What follows belongs to an exercise in optimizing a design on an open flow for small area; a production flow would make more cautious choices.
RTL that was checked went through simulation tests only; none was proved equivalent to the original.
Power is estimated from default activity; no workload was simulated.

==> flow/design.v (excerpt) <==
module exe_top (
  input  logic                     clk,
  input  logic                     reset_n,
  input  logic [32-1:0]         dec_pc_i,
  input  logic                     dec_rd_v_i,
  input  logic [5-1:0]      dec_rd_adr_i,
  input  logic [32:0]           dec_rs1_data_i,
  input  logic [32:0]           dec_rs2_data_i,
  input  logic [32-1:0]         dec_immediat_i,
  input  logic [2:0]               dec_access_size_i,
  input  logic                     dec_unsign_extension_i,
  input  logic [NB_UNIT-1:0]       dec_unit_i,
  input  logic [NB_OPERATION-1:0]  dec_operation_i,
  input  logic                     pred_v_i,
  input  logic                     pred_is_taken_i,
  input  logic [32-1:0]         load_data_i,
  output logic                     mem_adr_v_o,
  output logic [32-1:0]         mem_adr_o,
  output logic                     mem_is_store_o,
  output logic [32-1:0]         mem_store_data_o,
  output logic [2:0]               mem_access_size_o,
  output logic                     exe_fwd_v_o,
  output logic [5-1:0]      exe_fwd_adr_o,
  output logic [32-1:0]         exe_fwd_data_o,
  output logic                     wbk_v_o,
  output logic [5-1:0]      wbk_adr_o,
  output logic [32-1:0]         wbk_data_o,
  output logic                     flush_v_q_o,
  output logic [32-1:0]         pc_data_q_o,
  output logic [32-1:0]         pred_fb_pc_o,
  output logic                     pred_fb_branch_instr_o,
  output logic                     pred_fb_feedback_o,
  output logic                     pred_fb_success_o,
  output logic                     pred_fb_failed_o
);
Settings: LEC_CHECK=0, ABC_AREA=1, CAP_MARGIN=0, CORE_AREA=5 5 145 145, CTS_BUF_LIST=sky130_fd_sc_hd__clkbuf_8, DIE_AREA=0 0 150 150, GPL_TIMING_DRIVEN=0, SETUP_SLACK_MARGIN=0.2, SLEW_MARGIN=0; clock period 8.0 ns.
standard.sh (not shown) runs the stock make flow with config.mk's settings and CLKGATE_MAP_FILE= SYNTH_SCRIPT=/design/flow/synth_recipe.tcl, a recipe that flattens the netlist after the stock synthesis.
==> flow/flow/run.sh <==
#!/bin/bash
# Standard ORFS layout (the standard.sh), with the port buffers and the
# synthesis pass-through buffers made from the smallest buffer cell, and the
# buffers ABC inserts removed at floorplan (repair_design re-buffers).
bash standard.sh \
  BUFFER_PORTS_ARGS="-buffer_cell sky130_fd_sc_hd__buf_1" \
  MIN_BUF_CELL_AND_PORTS="sky130_fd_sc_hd__buf_1 A X" \
  REMOVE_ABC_BUFFERS=1 \
  finish > standard.log 2>&1
Change:
Settings changed: SETUP_SLACK_MARGIN 0.2 to 0.15, TNS_END_PERCENT set to 5.
What happened:
- design area fell slightly
- fmax fell by a few percent
- clock skew stays flat
Function was not checked in any run of this note: the RTL went through the layout flow alone.

========
Another version of the RTL of exe_top (not shown whole).
For scale: ~1700 cells after synthesis, roughly 410 I/O pins, roughly 9300 um^2 of cells after synthesis.
==> flow/config.mk <==
export PLATFORM = sky130hd
export DESIGN_NAME = exe_top
export DESIGN_NICKNAME = exe_top
export VERILOG_FILES = /design/flow/design.v
export SDC_FILE = /design/flow/constraint.sdc
export NUM_CORES = 4
export LEC_CHECK = 0
export ABC_AREA = 1
export CAP_MARGIN = 0
export CORE_AREA = 5 5 145 145
export CTS_BUF_LIST = sky130_fd_sc_hd__clkbuf_8
export DIE_AREA = 0 0 150 150
export GPL_TIMING_DRIVEN = 0
export SETUP_SLACK_MARGIN = 0.0
export SLEW_MARGIN = 0
export TNS_END_PERCENT = 0
==> flow/constraint.sdc <==
create_clock -name core_clock -period 8.0 [get_ports {clk}]
set_input_delay 1.6000 -clock core_clock [delete_from_list [all_inputs] [get_ports {clk}]]
set_output_delay 1.6000 -clock core_clock [all_outputs]
set_load 0.01 [all_outputs]
==> flow/flow/run.sh <==
#!/bin/bash
# Standard ORFS layout (the standard.sh), with the port buffers and the
# synthesis pass-through buffers made from the smallest buffer cell, the
# buffers ABC inserts removed at floorplan (repair_design re-buffers), and
# no full/half-adder cell extraction before ABC (ABC maps the adders).
bash standard.sh \
  BUFFER_PORTS_ARGS="-buffer_cell sky130_fd_sc_hd__buf_1" \
  MIN_BUF_CELL_AND_PORTS="sky130_fd_sc_hd__buf_1 A X" \
  REMOVE_ABC_BUFFERS=1 \
  ADDER_MAP_FILE= \
  finish > standard.log 2>&1
The starting point ran to the end with no violations.
Change:
--- a/flow/config.mk
+++ b/flow/config.mk
@@ -10 +10 @@
-export CORE_AREA = 5 5 145 145
+export CORE_AREA = 5 5 150 150
@@ -12 +12 @@
-export DIE_AREA = 0 0 150 150
+export DIE_AREA = 0 0 155 155
@@ -16 +16 @@
-export TNS_END_PERCENT = 0
+export TNS_END_PERCENT = 5
Effect: The changed run produced a clean layout; utilization goes down by 4.0 points; total power goes up slightly; sequential power is about the same; routed wire length goes up by a few percent; global-route usage goes down by 1.4 points; synthesized area is unchanged; setup slack is worse by 0.15 ns; maximum frequency goes down slightly; non-clock buffer count goes up by 1.
Change:
--- a/flow/config.mk
+++ b/flow/config.mk
@@ -10 +10 @@
-export CORE_AREA = 5 5 150 150
+export CORE_AREA = 5 5 145 145
@@ -12 +12 @@
-export DIE_AREA = 0 0 155 155
+export DIE_AREA = 0 0 150 150
@@ -14 +14 @@
-export SETUP_SLACK_MARGIN = 0.0
+export SETUP_SLACK_MARGIN = 0.05
Outcome:
- core utilization came out higher by 4.1 points
- final cell count came out lower by 0.61%
- setup slack improved by 0.081 ns
- total power hardly moves

========
## lagoon
exe_top, a different RTL version from the one above (not shown whole).
For scale: about 76 flip-flops, ~9600 sq um of cells after synthesis.
==> flow/config.mk <==
export PLATFORM = sky130hd
export DESIGN_NAME = exe_top
export DESIGN_NICKNAME = exe_top
export VERILOG_FILES = /design/flow/design.v
export SDC_FILE = /design/flow/constraint.sdc
export NUM_CORES = 4
export LEC_CHECK = 0
export ABC_AREA = 1
export CAP_MARGIN = 0
export CORE_AREA = 5 5 145 145
export CTS_BUF_LIST = sky130_fd_sc_hd__clkbuf_16
export DIE_AREA = 0 0 150 150
export GPL_TIMING_DRIVEN = 0
export SETUP_SLACK_MARGIN = 0.15
export SLEW_MARGIN = 0
export TNS_END_PERCENT = 5
==> flow/constraint.sdc <==
create_clock -name core_clock -period 8.0 [get_ports {clk}]
set_input_delay 1.6000 -clock core_clock [delete_from_list [all_inputs] [get_ports {clk}]]
set_output_delay 1.6000 -clock core_clock [all_outputs]
set_load 0.01 [all_outputs]
==> flow/flow/run.sh <==
#!/bin/bash
# Standard ORFS layout (the standard.sh), with the port buffers and the
# synthesis pass-through buffers made from the smallest buffer cell, and the
# buffers ABC inserts removed at floorplan (repair_design re-buffers).
bash standard.sh \
  BUFFER_PORTS_ARGS="-buffer_cell sky130_fd_sc_hd__buf_1" \
  MIN_BUF_CELL_AND_PORTS="sky130_fd_sc_hd__buf_1 A X" \
  REMOVE_ABC_BUFFERS=1 \
  finish > standard.log 2>&1
### lagoon -> garnet
- CTS_BUF_LIST: sky130_fd_sc_hd__clkbuf_16 -> sky130_fd_sc_hd__clkbuf_8
- SETUP_SLACK_MARGIN: 0.15 -> 0.0
### Flow results
- Worst-case setup margin in the final layout in garnet vs lagoon: down 72 ps
- The wire length on garnet is in line with that on lagoon.
- Across both runs, sequential cell fraction of total power was higher for garnet than for lagoon.
- Taking lagoon as the reference point, the antenna diode count of garnet falls by 1.
- Relative to lagoon, the worst-path maximum fanout of garnet is higher by about 60%.
- garnet improves on lagoon in power.
- garnet vs. lagoon: static leakage went down by 0.94%.
- The standard cells in garnet occupy less silicon area than those in lagoon do.
- Looking at lagoon and garnet, the share of the final layout cell area in sequential cells is a wash.
- Final-layout fill cell count, garnet vs lagoon: up slightly
Input-level comparison between quartz and garnet:
- swapping 0 0 150 150 for 0 0 145 145 in DIE_AREA
- swapping 5 5 145 145 for 5 5 140 140 in CORE_AREA
- swapping 0.0 for 0.15 in SETUP_SLACK_MARGIN
Notes after the runs:
Between quartz and garnet, it is quartz whose total iterations of the first detailed-routing run is lower, by 1.
quartz vs garnet — share of power burned in combinational logic dropped 0.5 points.
A critical path endpoint of exe_fwd_data_o[24] is what garnet shows, while exe_fwd_data_o[17] belongs to quartz.
Final setup skew: quartz vs garnet — no meaningful difference
What cedar does differently from quartz at the input level:
- swapping 5 5 140 140 for 5 5 155 155 in CORE_AREA
- swapping 0 0 145 145 for 0 0 160 160 in DIE_AREA
The final layout from cedar, which completed every stage, passed the timing, DRC and antenna checks at the end of the flow.
There was hardly any difference in clock-cell share of area between quartz and cedar.
Status: multiplexer area fraction after synthesis parity (quartz, cedar)
There was hardly any difference in switching part of the total power between quartz and cedar.
Between cedar and quartz, routed wire length is lower for quartz, cedar comes in above that.
On non-clock buffer instance count of the final layout: cedar sits below quartz.

========
Another version of the RTL of exe_top (not shown whole).
Size in the first run: about 1,600 cells after synthesis, roughly 76 flip-flops, about 410 I/O pins, ~0.0098 mm² of cells after synthesis.
Settings: LEC_CHECK=0, ABC_AREA=1, CAP_MARGIN=0, CORE_AREA=5 5 135 135, CTS_BUF_LIST=sky130_fd_sc_hd__clkbuf_8, DIE_AREA=0 0 140 140, GPL_TIMING_DRIVEN=0, SETUP_SLACK_MARGIN=0.2, SLEW_MARGIN=0; clock period 8.0 ns.
Scripts as last shown in full above: flow/flow/run.sh
The first run finished but fails on slew limit.
Change:
==> flow/flow/run.sh (replaced) <==
#!/bin/bash
# Standard ORFS layout (the standard.sh), with the port buffers and the
# synthesis pass-through buffers made from the smallest buffer cell.
bash standard.sh \
  BUFFER_PORTS_ARGS="-buffer_cell sky130_fd_sc_hd__buf_1" \
  MIN_BUF_CELL_AND_PORTS="sky130_fd_sc_hd__buf_1 A X" \
  finish > standard.log 2>&1
ABC_AREA = default   (was 1)
CORE_AREA = 5 5 145 145   (was 5 5 135 135)
DIE_AREA = 0 0 150 150   (was 0 0 140 140)
Effect: Now the flow finished clean; cell area rose by 7.0%; cell count fell by 8.2%; register-to-register slack loses 130 ps; setup slack gets worse by 140 ps.
Change:
--- a/flow/flow/run.sh
+++ b/flow/flow/run.sh
@@ -3 +3,2 @@
-# synthesis pass-through buffers made from the smallest buffer cell.
+# synthesis pass-through buffers made from the smallest buffer cell, and the
+# buffers ABC inserts removed at floorplan (repair_design re-buffers).
@@ -6,0 +8 @@
+  REMOVE_ABC_BUFFERS=1 \
ABC_AREA = 1   (was default)
Core utilization is lower by 4.8 points.
Clock power is higher by 12%.
Global-route usage is lower by 7.9 points.
Setup slack is better by 130 ps.
Area after synthesis is lower by 2.5%.
Change:
ABC_AREA = default   (was 1)
- total power rises by 5.1%
- core utilization increases by 3.6 points
- sequential cell count is unchanged
- worst setup slack degrades by 32 ps
- clock-buffer cell count stays the same
- design area goes up by 5.9%
- non-clock buffer count rose by 18
Change:
ABC_AREA = 1   (was default)
SETUP_SLACK_MARGIN = 0.15   (was 0.2)
TNS_END_PERCENT = 5   (was default)
What happened:
- via count climbs by a few percent
- power drops by a few percent
- wire length drops by a few percent
- area after synthesis drops by a few percent
- worst setup slack gets better by 11 ps
- cell count climbs by about a fifth
- non-clock buffer count drops by 19

========
## zinc
RTL: one of the versions met above, not the one the previous note started from.
Size: roughly 1500 cells after synthesis, ~410 I/O pins, roughly 0.0096 mm2 of cells after synthesis.
Design exe_top, start of the top module:
module exe_top (
  input  logic                     clk,
  input  logic                     reset_n,
  input  logic [32-1:0]         dec_pc_i,
  input  logic                     dec_rd_v_i,
  input  logic [5-1:0]      dec_rd_adr_i,
  input  logic [32:0]           dec_rs1_data_i,
  input  logic [32:0]           dec_rs2_data_i,
  input  logic [32-1:0]         dec_immediat_i,
  input  logic [2:0]               dec_access_size_i,
  input  logic                     dec_unsign_extension_i,
  input  logic [NB_UNIT-1:0]       dec_unit_i,
  input  logic [NB_OPERATION-1:0]  dec_operation_i,
  input  logic                     pred_v_i,
  input  logic                     pred_is_taken_i,
  input  logic [32-1:0]         load_data_i,
  output logic                     mem_adr_v_o,
  output logic [32-1:0]         mem_adr_o,
  output logic                     mem_is_store_o,
  output logic [32-1:0]         mem_store_data_o,
  output logic [2:0]               mem_access_size_o,
  output logic                     exe_fwd_v_o,
  output logic [5-1:0]      exe_fwd_adr_o,
  output logic [32-1:0]         exe_fwd_data_o,
  output logic                     wbk_v_o,
  output logic [5-1:0]      wbk_adr_o,
  output logic [32-1:0]         wbk_data_o,
  output logic                     flush_v_q_o,
  output logic [32-1:0]         pc_data_q_o,
  output logic [32-1:0]         pred_fb_pc_o,
  output logic                     pred_fb_branch_instr_o,
  output logic                     pred_fb_feedback_o,
  output logic                     pred_fb_success_o,
  output logic                     pred_fb_failed_o
);
export LEC_CHECK = 0
export ABC_AREA = 1
export CAP_MARGIN = 0
export CORE_AREA = 5 5 145 145
export CTS_BUF_LIST = sky130_fd_sc_hd__clkbuf_8
export CTS_CLUSTER_DIAMETER = 150
export CTS_CLUSTER_SIZE = 30
export DIE_AREA = 0 0 150 150
export GPL_TIMING_DRIVEN = 0
export SETUP_SLACK_MARGIN = 0.15
export SLEW_MARGIN = 0
export TNS_END_PERCENT = 5
create_clock -name core_clock -period 8.0 [get_ports {clk}]
==> flow/flow/run.sh <==
#!/bin/bash
# Standard ORFS layout (the standard.sh), with the port buffers and the
# synthesis pass-through buffers made from the smallest buffer cell, and the
# buffers ABC inserts removed at floorplan (repair_design re-buffers).
bash standard.sh \
  BUFFER_PORTS_ARGS="-buffer_cell sky130_fd_sc_hd__buf_1" \
  MIN_BUF_CELL_AND_PORTS="sky130_fd_sc_hd__buf_1 A X" \
  REMOVE_ABC_BUFFERS=1 \
  finish > standard.log 2>&1
Modified inputs, amber compared to zinc
Settings: CTS_CLUSTER_DIAMETER: 150 -> unset; CTS_CLUSTER_SIZE: 30 -> unset; PLACE_DENSITY: unset -> 0.75.
- Y dimension of the die came out exactly the same in zinc and amber.
- The power in amber sits 0.056 mW above the value recorded for zinc.
- Comparing zinc with amber, the combinational power came out essentially unchanged.
- Looking at zinc and amber, the sequential share of layout area is a wash.
- In the reports for zinc and amber, the larger worst path arrival time belongs to zinc.
- In the flow results for zinc and amber, the layout-stage area growth over the synthesis result is larger on amber.
- Sort zinc and amber by clock skew, descending, and amber comes first.
- Delta (amber minus zinc): final critical-path setup slack increased 0.090 ns, total global routing track utilization decreased 0.42 points.
- Global-route wire length before repair: lower on amber
- | maximum number of pins on one net before global-route repair | higher: amber |
Input changes introduced in juniper (baseline for comparison: amber):
Settings: a deleted PLACE_DENSITY that had been 0.75.
==> flow/flow/run.sh <==
#!/bin/bash
# Standard ORFS layout (the standard.sh), with the port buffers and the
# synthesis pass-through buffers made from the smallest buffer cell, the
# buffers ABC inserts removed at floorplan (repair_design re-buffers), and
# no full/half-adder cell extraction before ABC (ABC maps the adders).
bash standard.sh \
  BUFFER_PORTS_ARGS="-buffer_cell sky130_fd_sc_hd__buf_1" \
  MIN_BUF_CELL_AND_PORTS="sky130_fd_sc_hd__buf_1 A X" \
  REMOVE_ABC_BUFFERS=1 \
  ADDER_MAP_FILE= \
  finish > standard.log 2>&1
Notes after the runs:
Diff amber and juniper: number of global-route vias before repair lower in juniper. From amber to juniper the numbers moved as follows: internal power contribution decreased by 8.5% relative to the old numbers; adder-cell share of the synthesized area dropped 12 points; setup slack increased 0.23 ns; number of buffers outside the clock class in the layout lost 0.48%. Compared with amber, juniper shows a met3 track utilization from global routing that is 0.88 points higher. Sort amber and juniper by slew at the pin closest to its max-slew limit asc -> top: amber. juniper vs amber, capture point of the critical path: exe_fwd_data_o[30] vs exe_fwd_data_o[17]. Looking at average instance area after synthesis, juniper sits about 11% lower than amber does. Comparing amber and juniper, the higher wire length was measured on amber.
> inputs changed (juniper -> nickel)
Settings: CTS_BUF_LIST changed from sky130_fd_sc_hd__clkbuf_8 to sky130_fd_sc_hd__clkbuf_4 sky130_fd_sc_hd__clkbuf_8.
==> flow/flow/run.sh <==
#!/bin/bash
# Standard ORFS layout (the standard.sh), with the port buffers and the
# synthesis pass-through buffers made from the smallest buffer cell, and the
# buffers ABC inserts removed at floorplan (repair_design re-buffers).
bash standard.sh \
  BUFFER_PORTS_ARGS="-buffer_cell sky130_fd_sc_hd__buf_1" \
  MIN_BUF_CELL_AND_PORTS="sky130_fd_sc_hd__buf_1 A X" \
  REMOVE_ABC_BUFFERS=1 \
  finish > standard.log 2>&1
==> comparison <==
nickel vs. juniper: fraction of power consumed by the clock network went down by 1.6 points.
Diff juniper -> nickel: area taken by multi-input logic gates went up 140 um2, wire length on met2 went up 1400 um, portion of total power attributed to combinational logic went up 2.2 points.
Flip-flop and latch share of the layout cell area (nickel over juniper): decrease, 0.29 points
Pin count of the biggest net entering global routing in nickel vs juniper: down about 8%
For the synthesized area, nickel came in about 2.7% higher than juniper did.

## re-timing with driven ports
The flow's constraints put no driver on any port. The routed layouts listed below were extracted and timed again, unchanged, in two steps.
Step 1 (the two cells are an assumption about what drives the block):
set clk [get_ports {clk}]
set_driving_cell -lib_cell sky130_fd_sc_hd__clkbuf_16 $clk
set_driving_cell -lib_cell sky130_fd_sc_hd__buf_2 [delete_from_list [all_inputs] $clk]
Step 2 times the ports against the registers' clock, not the clock port: input delays grow and output delays shrink by t, the midpoint of the rising clock arrivals with the driver on.
Three values: ideal, step 1, step 2; two values: the first two.
run	t, ns	setup slack, ns	worst setup path at the end	clock arrival spread, ns	worst data-port slew with drivers (ns)
the first run of note 1	0.431	0.385 / 0.325 / 0.325	input to output	0.022 / 0.022	0.09
the second run of note 1	0.431	0.229 / 0.182 / 0.182	input to output	0.022 / 0.023	0.08
the first run of note 2	0.417	0.361 / 0.334 / 0.334	input to output	0.020 / 0.019	0.08
the second run of note 2	0.403	0.208 / 0.181 / 0.181	input to output	0.018 / 0.018	0.08
the third run of note 2	0.417	0.289 / 0.264 / 0.264	input to output	0.019 / 0.019	0.09
lagoon	0.382	0.247 / 0.217 / 0.217	input to output	0.011 / 0.012	0.09
garnet	0.416	0.176 / 0.135 / 0.135	input to output	0.013 / 0.013	0.09
quartz	0.407	0.348 / 0.290 / 0.290	input to output	0.019 / 0.018	0.11
cedar	0.419	0.323 / 0.292 / 0.292	input to output	0.014 / 0.014	0.08
the first run of note 4	0.416	0.349 / 0.303 / 0.303	input to output	0.015 / 0.015	0.06
the second run of note 4	0.427	0.205 / 0.180 / 0.180	input to output	0.025 / 0.025	0.11
the third run of note 4	0.429	0.336 / 0.314 / 0.314	input to output	0.016 / 0.016	0.06
the fourth run of note 4	0.428	0.304 / 0.183 / 0.183	input to output	0.022 / 0.023	0.19
the fifth run of note 4	0.429	0.315 / 0.291 / 0.291	input to output	0.018 / 0.018	0.06
zinc	0.414	0.201 / 0.172 / 0.172	input to output	0.012 / 0.012	0.08
amber	0.420	0.291 / 0.257 / 0.257	input to output	0.017 / 0.017	0.08
juniper	0.414	0.524 / 0.495 / 0.495	input to output	0.015 / 0.015	0.10
nickel	0.414	0.201 / 0.172 / 0.172	input to output	0.012 / 0.012	0.08
For the fourth run of note 4, which loses most, drivers alone change the setup slack by -0.121 ns; drivers and shift together by -0.121 ns.
